Context: an optimization exercise on an open-source flow, tuned for small area, a short achievable clock period and few clock cycles per item. The choices shown serve that exercise and are no tape-out recipe. In this exercise RTL edits were held to simulation tests only and were not proved equivalent to the original. Power and IR drop assume default switching activity.

==> flow/design.v (excerpt) <==
module floor_cast_texel_generator (
  input  logic               clk,
  input  logic               rst,
  input  logic               pixel_valid,
  output logic               pixel_ready,
  input  logic [ROW_W-1:0]   pixel_row,
  input  logic [COL_W-1:0]   pixel_column,
  output logic               texel_valid,
  input  logic               texel_ready,
  output logic [ROW_W-1:0]   texel_out_row,
  output logic [COL_W-1:0]   texel_out_column,
  output logic [TEX_X_W-1:0] texel_tex_x,
  output logic [TEX_Y_W-1:0] texel_tex_y,
  output logic [SHADE_W-1:0] texel_shade,
  output logic               texel_is_floor,
  input  logic                  cfg_valid,
  output logic                  cfg_ready,
  input  logic [CFG_IDX_W-1:0]  cfg_index,
  input  logic [CFG_DATA_W-1:0] cfg_data
);
clock: 10.0 ns
lec_check: 0
abc_area: 1
cap_margin: 20
core_margin: 2
core_utilization: 50
cts_cluster_diameter: 100
cts_cluster_size: 25
slew_margin: 20
standard.sh (not shown) runs the stock make flow with config.mk's settings and CLKGATE_MAP_FILE= SYNTH_SCRIPT=/design/flow/synth_recipe.tcl, a recipe that flattens the netlist after the stock synthesis.
==> flow/flow/run.sh <==
#!/bin/bash
set -euo pipefail
bash standard.sh finish SETUP_SLACK_MARGIN=7 > standard.log 2>&1
Testbench counts at the start, summed over its fixed seeds: cycles 45,832, items 40,960.
Change:
--- a/flow/design.v
+++ b/flow/design.v
@@ -101,41 +101,39 @@
   logic [4:0]  cnt;
   logic        mb;
   logic c_div, c_nbit, c_first, c_one, c_two, c_neg, c_camx, c_camy;
   logic c_ldsx, c_ldsy, c_d5x, c_d5y, c_sh;
   logic [23:0] dq;
   logic [27:0] acc;
   logic [2:0]  r5;
   logic out_free, acc_px, in_c0f, move, load_out, step, pv_n;
   logic pr, st_r;
   logic [8:0] s_row;
   logic [9:0] s_col;
   logic       s_floor;
-  logic [15:0] wx_s, wy_s, wx_e, wy_e;
+  logic [15:0] wx_e, wy_e;
   assign pixel_ready = pr;
   assign cfg_ready   = 1'b1;
   assign out_free    = ~ov | texel_ready;
   assign acc_px      = pixel_valid & ~pv;
   assign in_c0f      = (pixel_row >= 9'd240) & (pixel_column == 10'd0);
   assign move        = pv & ~pw & out_free;
   assign load_out    = move | (acc_px & ~in_c0f & out_free);
   assign s_row       = pv ? p_row : pixel_row;
   assign s_col       = pv ? p_col : pixel_column;
   assign s_floor     = s_row >= 9'd240;
   assign step        = load_out & s_floor;
   assign pv_n        = move ? 1'b0 : (acc_px & (in_c0f | ~out_free)) ? 1'b1 : pv;
-  assign wx_s        = wx + sx;
-  assign wy_s        = wy + sy;
-  assign wx_e        = st_r ? wx_s : wx;
-  assign wy_e        = st_r ? wy_s : wy;
+  assign wx_e        = wx + (sx & {16{st_r}});
+  assign wy_e        = wy + (sy & {16{st_r}});
   logic [8:0]  osel;
   logic [9:0]  esel;
   logic        opx, opy, odx, ody, epx, epy, edx, edy;
   logic        op, od, ep, ed, m1, b1, m2, b2, y2, y1, lastc;
   logic        mprev;
   logic [2:0]  ph_n;
   logic [4:0]  cnt_n;
   assign cnt_n = lastc ? 5'd0 : cnt + 5'd1;
   assign ph_n  = lastc ? ph + 3'd1 : ph;
   always_comb begin
     for (int j = 0; j < 9; j++)  osel[j] = (cnt_n == 5'(j + 1));
     for (int j = 0; j < 10; j++) esel[j] = (cnt_n == 5'(j));
@@ -164,53 +162,52 @@
   end
   assign m1 = od ^ op ^ mb;
   assign b1 = (~od & op) | (~(od ^ op) & mb);
   assign m2 = ed ^ ep ^ b1;
   assign b2 = (~ed & ep) | (~(ed ^ ep) & b1);
   assign y1 = (ph == PH_WX || ph == PH_WY) ? m1 : op;
   assign y2 = (ph == PH_WX || ph == PH_WY) ? m2 : ep;
   always_comb begin
     unique case (ph)
       PH_DIV:       lastc = (cnt == 5'd23);
       PH_SX, PH_SY: lastc = (cnt == 5'd9);
       PH_WX, PH_WY: lastc = (cnt == 5'd10);
-      PH_SH:        lastc = (cnt == 5'd6);
+      PH_SH:        lastc = (cnt == 5'd5);
       PH_FIN:       lastc = 1'b1;
       default:      lastc = 1'b0;
     endcase
   end
   always_ff @(posedge clk) begin
     if (rst || !pw) begin
       ph    <= PH_DIV;
       cnt   <= '0;
       mb    <= 1'b0;
       mprev <= 1'b0;
     end else begin
       cnt   <= cnt_n;
       ph    <= ph_n;
       mb    <= lastc ? 1'b0 : b2;
       mprev <= lastc ? 1'b0 : y2;
     end
   end
   logic       d_one, d_two, d_neg, is_mul;
   logic [2:0] shd;
   always_comb begin
     unique case (cnt[2:0])
-      3'd0: shd = 3'b000;   
-      3'd1: shd = 3'b101;   
-      3'd2: shd = 3'b010;   
-      3'd3: shd = 3'b100;   
-      3'd4: shd = 3'b101;   
-      3'd5: shd = 3'b000;   
-      default: shd = 3'b100;   
+      3'd0: shd = 3'b011;   
+      3'd1: shd = 3'b000;   
+      3'd2: shd = 3'b101;   
+      3'd3: shd = 3'b101;   
+      3'd4: shd = 3'b000;   
+      default: shd = 3'b010;   
     endcase
   end
   assign is_mul = (ph == PH_SX) || (ph == PH_SY) ||
                   ((ph == PH_WX || ph == PH_WY) && cnt != 5'd10);
   always_comb begin
     if (ph == PH_SH) begin
       {d_one, d_two, d_neg} = shd;
     end else begin
       d_one = is_mul & (y1 ^ mprev);
       d_two = is_mul & ((y2 & ~y1 & ~mprev) | (~y2 & y1 & mprev));
       d_neg = is_mul & y2 & ~(y1 & mprev);
     end
@@ -280,25 +277,25 @@
   assign r0t = {1'b0, qu[19:16]} + (qs ? 5'd4 : 5'd0);
   assign r0  = (r0t >= 5'd15) ? 3'(r0t - 5'd15) :
                (r0t >= 5'd10) ? 3'(r0t - 5'd10) :
                (r0t >= 5'd5)  ? 3'(r0t - 5'd5)  : r0t[2:0];
   assign d5src = c_d5x ? sx : sy;
   assign t5  = {r5, d5src[15]};
   assign q5  = t5 >= 4'd5;
   assign r5a = q5 ? 3'(t5 - 4'd5) : t5[2:0];
   assign t5b = {r5a, d5src[14]};
   assign q5b = t5b >= 4'd5;
   logic [11:0] dim;
   logic [8:0]  shade_n;
-  assign dim     = acc[25:14];
+  assign dim     = acc[26:15];
   assign shade_n = (dim > 12'd179) ? 9'd77 : 9'(12'd256 - dim);
   always_ff @(posedge clk) begin
     acc <= acc_n;
     if (c_div) begin
       acc[8:0] <= fits ? tdiff[8:0] : trial[8:0];
       dq       <= {dq[22:0], fits};
     end
     if (c_ldsx || c_ldsy) r5 <= r0;
     else if (c_d5x || c_d5y) r5 <= q5b ? 3'(t5b - 4'd5) : t5b[2:0];
   end
   always_ff @(posedge clk) begin
     if (rst) begin
=> Sequential cell count is unchanged. Wire length came out lower by roughly a tenth. Count of clock-buffer cells in the layout came out higher by 1. Core utilization shrinks by 0.25 points. Design area came out lower slightly. Total power came out lower by a few percent. Die area fell slightly. Setup slack gets worse by 0.027 ns. Area after synthesis decreases slightly. Synthesized cell count went down by a few percent. Worst hold slack improved by 0.011 ns. Maximum frequency goes down slightly. Via count went down by a few percent. Sequential share of layout area climbs by 0.34 points.
Testbench counts after the change, summed over its fixed seeds: cycles 45,768, items 40,960.

[port drivers added, routing unchanged]
How much do the figures lean on ideal ports? The routed layouts below were timed once more, with nothing changed but the port constraints.
Step 1 assumes that a clkbuf_16 drives the clock port and a buf_2 every other input.
Step 2 moves the port delays by t, midway between the first and last clock arrival at a register: inputs arrive t later, outputs are due t later. That takes back most of the time a late clock gives input paths.
Slacks: ideal / step 1 / step 2; pairs: ideal / step 1.
run	t, ns	setup slack, ns	hold WS [ns]	worst setup path after step 2	worst slew at a driven data input, ns
the first run	0.568	6.946 / 6.891 / 6.499	0.367 / 0.367 / 0.367	input to register	0.05
the second run	0.576	6.920 / 6.866 / 6.514	0.378 / 0.378 / 0.378	input to register	0.03
After both steps setup and hold are still met in every run listed. The setup slack of the first run, which loses most, moves by -0.055 ns with the drivers and by -0.447 ns with both steps.
